What follows belongs to an exercise in optimizing a design on an open flow for small area; a production flow would make more cautious choices.
RTL that was checked went through simulation tests only; none was proved equivalent to the original.
No activity file was given, so power comes from the tool's default toggle rates.

## red
Design scancode_key_decoder_fifo_top, start of the top module:
module scancode_key_decoder_fifo_top (
    input  wire logic            clk,
    input  wire logic            rst_n,
    input  wire logic            cmd_valid,
    output logic                 cmd_stall,
    input  wire logic [10:0]     cmd_in,
    output logic                 evt_valid,
    input  wire logic            evt_stall,
    output logic [25:0]          evt_out
);
Size: roughly 1,200 cells after synthesis, about 260 flip-flops, ~43 I/O pins, about 13,000 um2 of cells after synthesis.
==> flow/config.mk <==
export PLATFORM = sky130hd
export DESIGN_NAME = scancode_key_decoder_fifo_top
export DESIGN_NICKNAME = scancode_key_decoder_fifo_top
export VERILOG_FILES = /design/flow/design.v
export SDC_FILE = /design/flow/constraint.sdc
export NUM_CORES = 4
export LEC_CHECK = 0
export ABC_AREA = 1
export CAP_MARGIN = 20
export CORE_MARGIN = 2
export CORE_UTILIZATION = 40
export SLEW_MARGIN = 20
==> flow/constraint.sdc <==
create_clock -name core_clock -period 4.0 [get_ports {clk}]
set_input_delay 0.8000 -clock core_clock [delete_from_list [all_inputs] [get_ports {clk}]]
set_output_delay 0.8000 -clock core_clock [all_outputs]
set_load 0.01 [all_outputs]
run.sh (not shown) runs the stock make flow with config.mk's settings and CLKGATE_MAP_FILE= SYNTH_SCRIPT=/design/flow/synth_recipe.tcl, a recipe that flattens the netlist after the stock synthesis.
Per the final summary, red finished and its layout is clean on timing, DRC and antenna.
Here is what was changed in the inputs of blue compared with red.
Settings: GPL_TIMING_DRIVEN now 0, previously not set.
==> comparison <==
- blue finished every step from synthesis to the final layout, and the layout passed the timing, design-rule and antenna checks.
- red reached the final stage; the timing, design-rule and antenna checks on its layout passed.
- blue vs red: number of global-route vias before repair down by a few percent
- Compared with red, blue shows maximum clock rate that has gone down by a few percent.
- Worst setup slack for register-to-register paths delta (blue − red): unfavourable
- The global-route usage on blue is in line with that on red.
- Per the comparison of blue with red, wire length the detailed router placed on met1 did not really move, number of clock buffers in the layout saw a decrease, design area shrank by about 1.4%, post-route clock period utilization now larger.
- Non-clock buffer count, blue and red, lower one = blue.
- Status: wire length reported by the detailed router parity (red, blue)
Inputs modified between blue and green:
Settings: CORE_UTILIZATION changed from 40 to 60; CTS_BUF_LIST newly set to sky130_fd_sc_hd__clkbuf_4 sky130_fd_sc_hd__clkbuf_8.
==> comparison <==
- When the final numbers for green and blue were put side by side, the last weighted congestion value of the routability-driven placer turned out to be greater in green.
- Taking green as 1.0, blue lands at 1.8 on number of inserted filler cells in the final layout.
- Going from blue to green, final design utilization now sits higher, number of clock buffers in the layout saw an increase, overall power of the completed layout decreased 0.36 mW, quantity of gates resized following cts down 5.
- Final area delta (green − blue): favourable
- Changes observed in green relative to blue: largest fanout of any net on the critical path went down; worst hold margin went down.
- The run with more setup slack is blue; green has less.
No functional check of the RTL was part of any run of this note.

---

Another version of the RTL of scancode_key_decoder_fifo_top (not shown whole).
For scale: ~1200 cells after synthesis, roughly 260 flip-flops, ~43 I/O pins, about 12000 µm² of cells after synthesis.
clock: 4.0 ns
lec_check: 0
abc_area: 1
cap_margin: 20
core_margin: 2
core_utilization: 60
cts_buf_list: sky130_fd_sc_hd__clkbuf_4 sky130_fd_sc_hd__clkbuf_8
gpl_timing_driven: 0
slew_margin: 20
standard.sh (not shown) runs the stock make flow with config.mk's settings and CLKGATE_MAP_FILE= SYNTH_SCRIPT=/design/flow/synth_recipe.tcl, a recipe that flattens the netlist after the stock synthesis.
==> flow/flow/run.sh <==
#!/bin/bash
# Own layout flow: the standard flow (standard.sh, all ORFS steps unchanged) with
#  - synthesis exactly as synth_recipe.tcl makes it;
#  - a clock tree of clkbuf_4/clkbuf_8 without dummy loads;
#  - buf_1 cells as the port buffers.
# Each tool's full output: ORFS's logs under orfs/logs, make's output in flow_make.log.
set -euo pipefail
W=$(pwd)
F=$W/flow

cat > "$W/own_config.mk" <<MK
include $W/config.mk
export CTS_ARGS = -sink_clustering_enable -repair_clock_nets -buf_list {sky130_fd_sc_hd__clkbuf_4 sky130_fd_sc_hd__clkbuf_8} -dont_use_dummy_load
export BUFFER_PORTS_ARGS = -buffer_cell sky130_fd_sc_hd__buf_1
MK

bash "$W/standard.sh" DESIGN_CONFIG="$W/own_config.mk" finish > "$W/flow_make.log" 2>&1
The first run finished clean.
==> next run, changes <==
--- a/flow/flow/run.sh
+++ b/flow/flow/run.sh
@@ -1,5 +1,6 @@
 #!/bin/bash
 # Own layout flow: the standard flow (standard.sh, all ORFS steps unchanged) with
-#  - synthesis exactly as synth_recipe.tcl makes it;
+#  - synthesis as synth_recipe.tcl makes it, except that ABC maps the logic with an
+#    area-only script (flow/heavy.abc) in place of ORFS's abc_area.script;
 #  - a clock tree of clkbuf_4/clkbuf_8 without dummy loads;
 #  - buf_1 cells as the port buffers.
@@ -9,4 +10,14 @@
 F=$W/flow
 
+cat > "$W/own_synth.tcl" <<TCL
+# synth_recipe.tcl with ABC's script replaced
+proc abc {args} {
+  set i [lsearch -exact \$args -script]
+  if { \$i >= 0 } { lset args [expr { \$i + 1 }] {$F/heavy.abc} }
+  yosys abc {*}\$args
+}
+source {$W/synth_recipe.tcl}
+TCL
+
 cat > "$W/own_config.mk" <<MK
 include $W/config.mk
@@ -15,3 +26,3 @@
 MK
 
-bash "$W/standard.sh" DESIGN_CONFIG="$W/own_config.mk" finish > "$W/flow_make.log" 2>&1
+bash "$W/standard.sh" DESIGN_CONFIG="$W/own_config.mk" SYNTH_SCRIPT="$W/own_synth.tcl" finish > "$W/flow_make.log" 2>&1
==> flow/flow/heavy.abc (new file) <==
strash
dch -f
map -a
strash
dch -f
map -a
strash
dch -f
map -a
topo
stime -c
buffer -c
upsize -c
dnsize -c
Result:
- The changed run completed and failed the layout checks on setup timing
- power goes down by 4.1%
- sequential power goes up by about 2%
- first-iteration DRC count goes up by 27%
- design area goes down by 4.9%
- synthesized cell count goes down by 20%
- die area goes down by 5.9%
- global-route usage goes up by 3.0 points
- cell count goes down by 16%
- via count goes down by 9.9%
- non-clock buffer count goes down by 9
==> next run, changes <==
==> flow/run.sh (new file) <==
#!/bin/bash
# synth_recipe.tcl (not shown) runs the flow's synth.tcl, then flattens the netlist and writes it again
# the make line also repeats each setting of config.mk as NAME=value (left out here)
make -C /OpenROAD-flow-scripts/flow DESIGN_CONFIG=/design/flow/config.mk WORK_HOME=/design/flow/orfs CLKGATE_MAP_FILE= SYNTH_SCRIPT=/design/flow/synth_recipe.tcl finish
removed: flow/flow/run.sh
removed: flow/flow/heavy.abc
removed: flow/standard.sh
=> The changed run finished clean; die area increases by about 6%; clock skew decreases by 0.051 ns; setup slack improved by 0.44 ns; global-route usage decreases by 2.4 points; fmax increases by about 11%; power increases by 10%; hold slack improved by 0.16 ns; synthesized area increases by 6.5%; via count increases by 11%; final cell count increases by about 20%.

---

## ember
Another version of the RTL of scancode_key_decoder_fifo_top (not shown whole).
Size in the first run: roughly 790 cells after synthesis, ~250 flip-flops, about 10,000 um2 of cells after synthesis.
export LEC_CHECK = 0
export ABC_AREA = 1
export CAP_MARGIN = 20
export CORE_MARGIN = 2
export CORE_UTILIZATION = 60
export CTS_BUF_LIST = sky130_fd_sc_hd__clkbuf_4 sky130_fd_sc_hd__clkbuf_8
export GPL_TIMING_DRIVEN = 0
export SLEW_MARGIN = 20
create_clock -name core_clock -period 4.0 [get_ports {clk}]
==> flow/flow/run.sh <==
#!/bin/bash
# Own layout flow: the standard flow (standard.sh, all ORFS steps unchanged) with
#  - synthesis as synth_recipe.tcl makes it, except that ABC maps the logic with an
#    area-oriented script (flow/heavy.abc) in place of ORFS's abc_area.script;
#  - a clock tree of clkbuf_4/clkbuf_8 without dummy loads;
#  - buf_1 cells as the port buffers.
# Each tool's full output: ORFS's logs under orfs/logs, make's output in flow_make.log.
set -euo pipefail
W=$(pwd)
F=$W/flow

cat > "$W/own_synth.tcl" <<TCL
# synth_recipe.tcl with ABC's script replaced
proc abc {args} {
  set i [lsearch -exact \$args -script]
  if { \$i >= 0 } { lset args [expr { \$i + 1 }] {$F/heavy.abc} }
  yosys abc {*}\$args
}
source {$W/synth_recipe.tcl}
TCL

cat > "$W/own_config.mk" <<MK
include $W/config.mk
export CTS_ARGS = -sink_clustering_enable -repair_clock_nets -buf_list {sky130_fd_sc_hd__clkbuf_4 sky130_fd_sc_hd__clkbuf_8} -dont_use_dummy_load -sink_clustering_size 18 -sink_clustering_max_diameter 80
export BUFFER_PORTS_ARGS = -buffer_cell sky130_fd_sc_hd__buf_1
MK

bash "$W/standard.sh" DESIGN_CONFIG="$W/own_config.mk" SYNTH_SCRIPT="$W/own_synth.tcl" finish > "$W/flow_make.log" 2>&1
==> flow/flow/heavy.abc <==
strash
dch -f
map -a
strash
dch -f
map -a
strash
dch -f
map -a
topo
ember completed; timing, DRC and antenna clean
diff inputs: ember => raven
==> flow/flow/run.sh <==
#!/bin/bash
# Own layout flow: the standard flow (standard.sh, all ORFS steps unchanged) with
#  - synthesis exactly as synth_recipe.tcl makes it;
#  - a clock tree of clkbuf_4/clkbuf_8 without dummy loads;
#  - buf_1 cells as the port buffers.
# Each tool's full output: ORFS's logs under orfs/logs, make's output in flow_make.log.
set -euo pipefail
W=$(pwd)
F=$W/flow

cat > "$W/own_config.mk" <<MK
include $W/config.mk
export CTS_ARGS = -sink_clustering_enable -repair_clock_nets -buf_list {sky130_fd_sc_hd__clkbuf_4 sky130_fd_sc_hd__clkbuf_8} -dont_use_dummy_load -sink_clustering_size 18 -sink_clustering_max_diameter 80
export BUFFER_PORTS_ARGS = -buffer_cell sky130_fd_sc_hd__buf_1
MK

bash "$W/standard.sh" DESIGN_CONFIG="$W/own_config.mk" finish > "$W/flow_make.log" 2>&1
removed: flow/flow/heavy.abc
==> notes.md <==
Across both runs, final worst slack was higher for raven than for ember. Compound-gate portion of the synthesized area ends up higher on ember. Looking at main combinational cell family by area after synthesis, the compound AO/OA/AOI/OAI gates result is from ember; the simple AND/OR/NAND/NOR gates one comes from raven. [compare] base=ember new=raven: post-route minimum period -0.014 ns, number of instances in the synthesized netlist +195, met3 routing resource usage after global routing -3.9 points. Against ember, raven comes in 1 lower on length in cells of the worst reg-to-reg path. ember → raven: layout overhead on the synthesized area went down by 1.8 points, cell area went up by about 4%. Sort ember and raven by final instance count without filler cells desc -> top: raven. On raven: multi-input gate count is about 35% higher than what ember gave.
Setup changes, raven to willow
# raven
export LEC_CHECK = 0
export ABC_AREA = 1
export CAP_MARGIN = 20
export CORE_MARGIN = 2
export CORE_UTILIZATION = 60
export CTS_BUF_LIST = sky130_fd_sc_hd__clkbuf_4 sky130_fd_sc_hd__clkbuf_8
export GPL_TIMING_DRIVEN = 0
export SLEW_MARGIN = 20
create_clock -name core_clock -period 4.0 [get_ports {clk}]
# willow
export LEC_CHECK = 0
export ABC_AREA = 1
export CAP_MARGIN = 0
export CORE_MARGIN = 2
export CORE_UTILIZATION = 60
export CTS_BUF_LIST = sky130_fd_sc_hd__clkbuf_4 sky130_fd_sc_hd__clkbuf_8
export GPL_TIMING_DRIVEN = 0
export SLEW_MARGIN = 0
create_clock -name core_clock -period 4.0 [get_ports {clk}]
- From raven to willow the numbers moved as follows: hold slack shrank by 0.023 ns, transition at the pin with the smallest max-transition slack grew by 0.047 ns, final layout net count shrank by 0.37%.
- Comparing willow and raven, the lower area growth from synthesis to final layout was measured on raven.

---

## job 101
Another version of the RTL of scancode_key_decoder_fifo_top (not shown whole).
Size: roughly 780 cells after synthesis, about 250 flip-flops, roughly 43 I/O pins, about 10000 µm² of cells after synthesis.
clock: 4.0 ns
lec_check: 0
abc_area: 1
cap_margin: 20
core_margin: 2
core_utilization: 60
cts_buf_list: sky130_fd_sc_hd__clkbuf_4 sky130_fd_sc_hd__clkbuf_8
gpl_timing_driven: 0
slew_margin: 20
==> flow/flow/run.sh <==
#!/bin/bash
# Own layout flow: the standard flow (standard.sh, all ORFS steps unchanged) with
#  - synthesis as synth_recipe.tcl makes it, except that ABC maps the logic with an
#    area-oriented script (flow/heavy.abc) in place of ORFS's abc_area.script;
#  - a clock tree of clkbuf_4/clkbuf_8 without dummy loads;
#  - buf_1 cells as the port buffers;
#  - no timing repair at floorplan (REMOVE_ABC_BUFFERS), only the later, placed repairs.
# Each tool's full output: ORFS's logs under orfs/logs, make's output in flow_make.log.
set -euo pipefail
W=$(pwd)
F=$W/flow

cat > "$W/own_synth.tcl" <<TCL
# synth_recipe.tcl with ABC's script replaced
proc abc {args} {
  set i [lsearch -exact \$args -script]
  if { \$i >= 0 } { lset args [expr { \$i + 1 }] {$F/heavy.abc} }
  yosys abc {*}\$args
}
source {$W/synth_recipe.tcl}
TCL

cat > "$W/own_config.mk" <<MK
include $W/config.mk
export CTS_ARGS = -sink_clustering_enable -repair_clock_nets -buf_list {sky130_fd_sc_hd__clkbuf_4 sky130_fd_sc_hd__clkbuf_8} -dont_use_dummy_load -sink_clustering_size 16 -sink_clustering_max_diameter 70
export BUFFER_PORTS_ARGS = -buffer_cell sky130_fd_sc_hd__buf_1
export REMOVE_ABC_BUFFERS = 1
MK

bash "$W/standard.sh" DESIGN_CONFIG="$W/own_config.mk" SYNTH_SCRIPT="$W/own_synth.tcl" finish > "$W/flow_make.log" 2>&1
==> flow/flow/heavy.abc <==
strash
dch -f
map -a
strash
dch -f
map -a
strash
dch -f
map -a
strash
dch -f
map -a
strash
dch -f
map -a
topo
Both conditions hold for job 101: the flow ran to the end and the final layout passed the timing, design-rule and antenna checks.
### job 101 -> job 102
==> flow/flow/run.sh <==
#!/bin/bash
# Own layout flow: the standard flow (standard.sh, all ORFS steps unchanged) with
#  - synthesis as synth_recipe.tcl makes it, except that ABC maps the logic with an
#    area-oriented script (flow/heavy.abc) in place of ORFS's abc_area.script;
#  - a clock tree of clkbuf_4/clkbuf_8 without dummy loads;
#  - buf_1 cells as the port buffers.
# Each tool's full output: ORFS's logs under orfs/logs, make's output in flow_make.log.
set -euo pipefail
W=$(pwd)
F=$W/flow

cat > "$W/own_synth.tcl" <<TCL
# synth_recipe.tcl with ABC's script replaced
proc abc {args} {
  set i [lsearch -exact \$args -script]
  if { \$i >= 0 } { lset args [expr { \$i + 1 }] {$F/heavy.abc} }
  yosys abc {*}\$args
}
source {$W/synth_recipe.tcl}
TCL

cat > "$W/own_config.mk" <<MK
include $W/config.mk
export CTS_ARGS = -sink_clustering_enable -repair_clock_nets -buf_list {sky130_fd_sc_hd__clkbuf_4 sky130_fd_sc_hd__clkbuf_8} -dont_use_dummy_load -sink_clustering_size 16 -sink_clustering_max_diameter 70
export BUFFER_PORTS_ARGS = -buffer_cell sky130_fd_sc_hd__buf_1
MK

bash "$W/standard.sh" DESIGN_CONFIG="$W/own_config.mk" SYNTH_SCRIPT="$W/own_synth.tcl" finish > "$W/flow_make.log" 2>&1
-- flow/flow/heavy.abc --
<<< job 101, line 14
dch -f
map -a
topo
>>> job 102, line 14
dch -f
map -a
strash
dch -f
map -a
strash
dch -f
map -a
strash
dch -f
map -a
strash
dch -f
&get -n
&nf -p -R 20
&put
topo
Job 102 ends up with a worst-case setup slack after placement that is 0.21 ns higher than in job 101.
met1 as the most used routing layer in global routing was reported by job 102, and met2 by job 101.
Job 102 vs job 101: met2 routed wirelength down by a few percent
Job 102 reports its highest metal layer with signal wires as met4 while job 101 reports met5.
Relative to job 101, the time the final worst path needs with I/O delays and setup of job 102 is lower by 0.21 ns.
Relative to job 102, the following input files were edited for job 103:
==> flow/flow/heavy.abc <==
strash
&get -n
&deepsyn -J 100
&put
dch -f
map -a
strash
dch -f
map -a
strash
dch -f
map -a
topo
Max proportion of power drawn by the clock network across job 103 and job 102: job 102
Part of the cycle the worst path needs on job 103 is up relative to job 102.
Sequential power sits lower in job 103 than in job 102.
Relative to job 102, count of inverters other than clock inverters in the layout has increased by 45 in job 103.
Number of inserted diodes came out exactly the same in job 103 and job 102.
What job 104 does differently from job 103 at the input level:
==> flow/flow/heavy.abc <==
strash
dch -f
map -a
strash
dch -f
map -a
strash
dch -f
map -a
strash
dch -f
map -a
strash
dch -f
map -a
strash
dch -f
map -a
strash
dch -f
map -a
strash
dch -f
map -a
strash
dch -f
&get -n
&nf -a
&put
topo
==> comparison <==
Job 104 against job 103: worst path setup slack after routing stayed essentially flat, sequential fraction of total cell area has decreased, setup clock skew after layout went down by 0.0094 ns. Job 104 against job 103: fraction of area in multi-input gates has increased; die area held steady; sum of met2 wire segment lengths after detailed routing shrank by about 3.2%; DRC violation count after routing shows no meaningful change. Looking at global-route wire length before repair, job 104 sits about 0.9% lower than job 103 does. Compared with job 103, job 104 shows a lower critical path depth.
Here is what was changed in the inputs of job 105 compared with job 104.
- PLACE_DENSITY: unset -> 0.8
==> flow/flow/heavy.abc <==
strash
dch -f
map -a
strash
dch -f
map -a
strash
dch -f
map -a
topo
[summary]
- Between job 104 and job 105, routed wire length decreased.
- Compared with job 104, in job 105 number of standard cells in the final layout excluding fillers up 6.2%, clock power share has increased.
- From job 104 to job 105 the numbers moved as follows: overall power after layout dropped about 4%; via count climbed 2.9%; mean instance size in the synthesized netlist dropped about 9%.
- Status: relative area of clock buffers and inverters in the final design parity (job 104, job 105)
- NOTE leakage dissipation job 104->job 105 decreased slightly
- Worst clock skew on the final layout: job 105 lower than job 104
- When job 105 is set beside job 104, its fraction of final layout cells sized beyond drive strength 1 turns out to be 1.7 points smaller.
- Comparing clock period minus worst slack for job 104 and job 105, the smaller number came from job 105.

## static timing again, ports no longer ideal
Ports are ideal in the flow. The routed layouts listed here were re-timed in OpenROAD. Step 1 assumes that a clkbuf_16 drives the clock port and a buf_2 every other input. Step 2 also shifts input and output timing later by t, the mid clock arrival at the registers, as if the neighbouring blocks saw the same clock. a / b / c = ideal / step 1 / step 2; a / b = the first two.
run | shift t [ns] | setup WS [ns] | clock arrival spread, ns
red | 0.596 | 0.347 / 0.347 / -0.219 | 0.022 / 0.022
blue | 0.594 | 0.257 / 0.257 / -0.250 | 0.012 / 0.012
green | 0.595 | 0.170 / 0.170 / -0.380 | 0.022 / 0.022
the first run of note 2 | 0.553 | 0.125 / 0.101 / -0.453 | 0.046 / 0.045
the second run of note 2 | 0.560 | -0.295 / -0.312 / -0.872 | 0.094 / 0.093
the third run of note 2 | 0.568 | 0.146 / 0.146 / -0.393 | 0.037 / 0.038
ember | 0.556 | 0.202 / 0.158 / -0.259 | 0.049 / 0.048
raven | 0.532 | 0.215 / 0.172 / 0.467 | 0.125 / 0.124
willow | 0.539 | 0.213 / 0.175 / 0.175 | 0.100 / 0.100
job 101 | 0.560 | 0.137 / 0.137 / 0.016 | 0.046 / 0.046
job 102 | 0.552 | 0.346 / 0.305 / 0.074 | 0.042 / 0.042
job 103 | 0.547 | 0.161 / 0.117 / -0.227 | 0.059 / 0.059
job 104 | 0.558 | 0.164 / 0.121 / -0.032 | 0.051 / 0.050
job 105 | 0.549 | 0.202 / 0.161 / -0.223 | 0.036 / 0.037
Met with ideal ports but missed after step 2: setup timing in 9 of these runs. For the first run of note 2, which loses most, drivers alone change the setup slack by -0.024 ns; drivers and shift together by -0.578 ns.
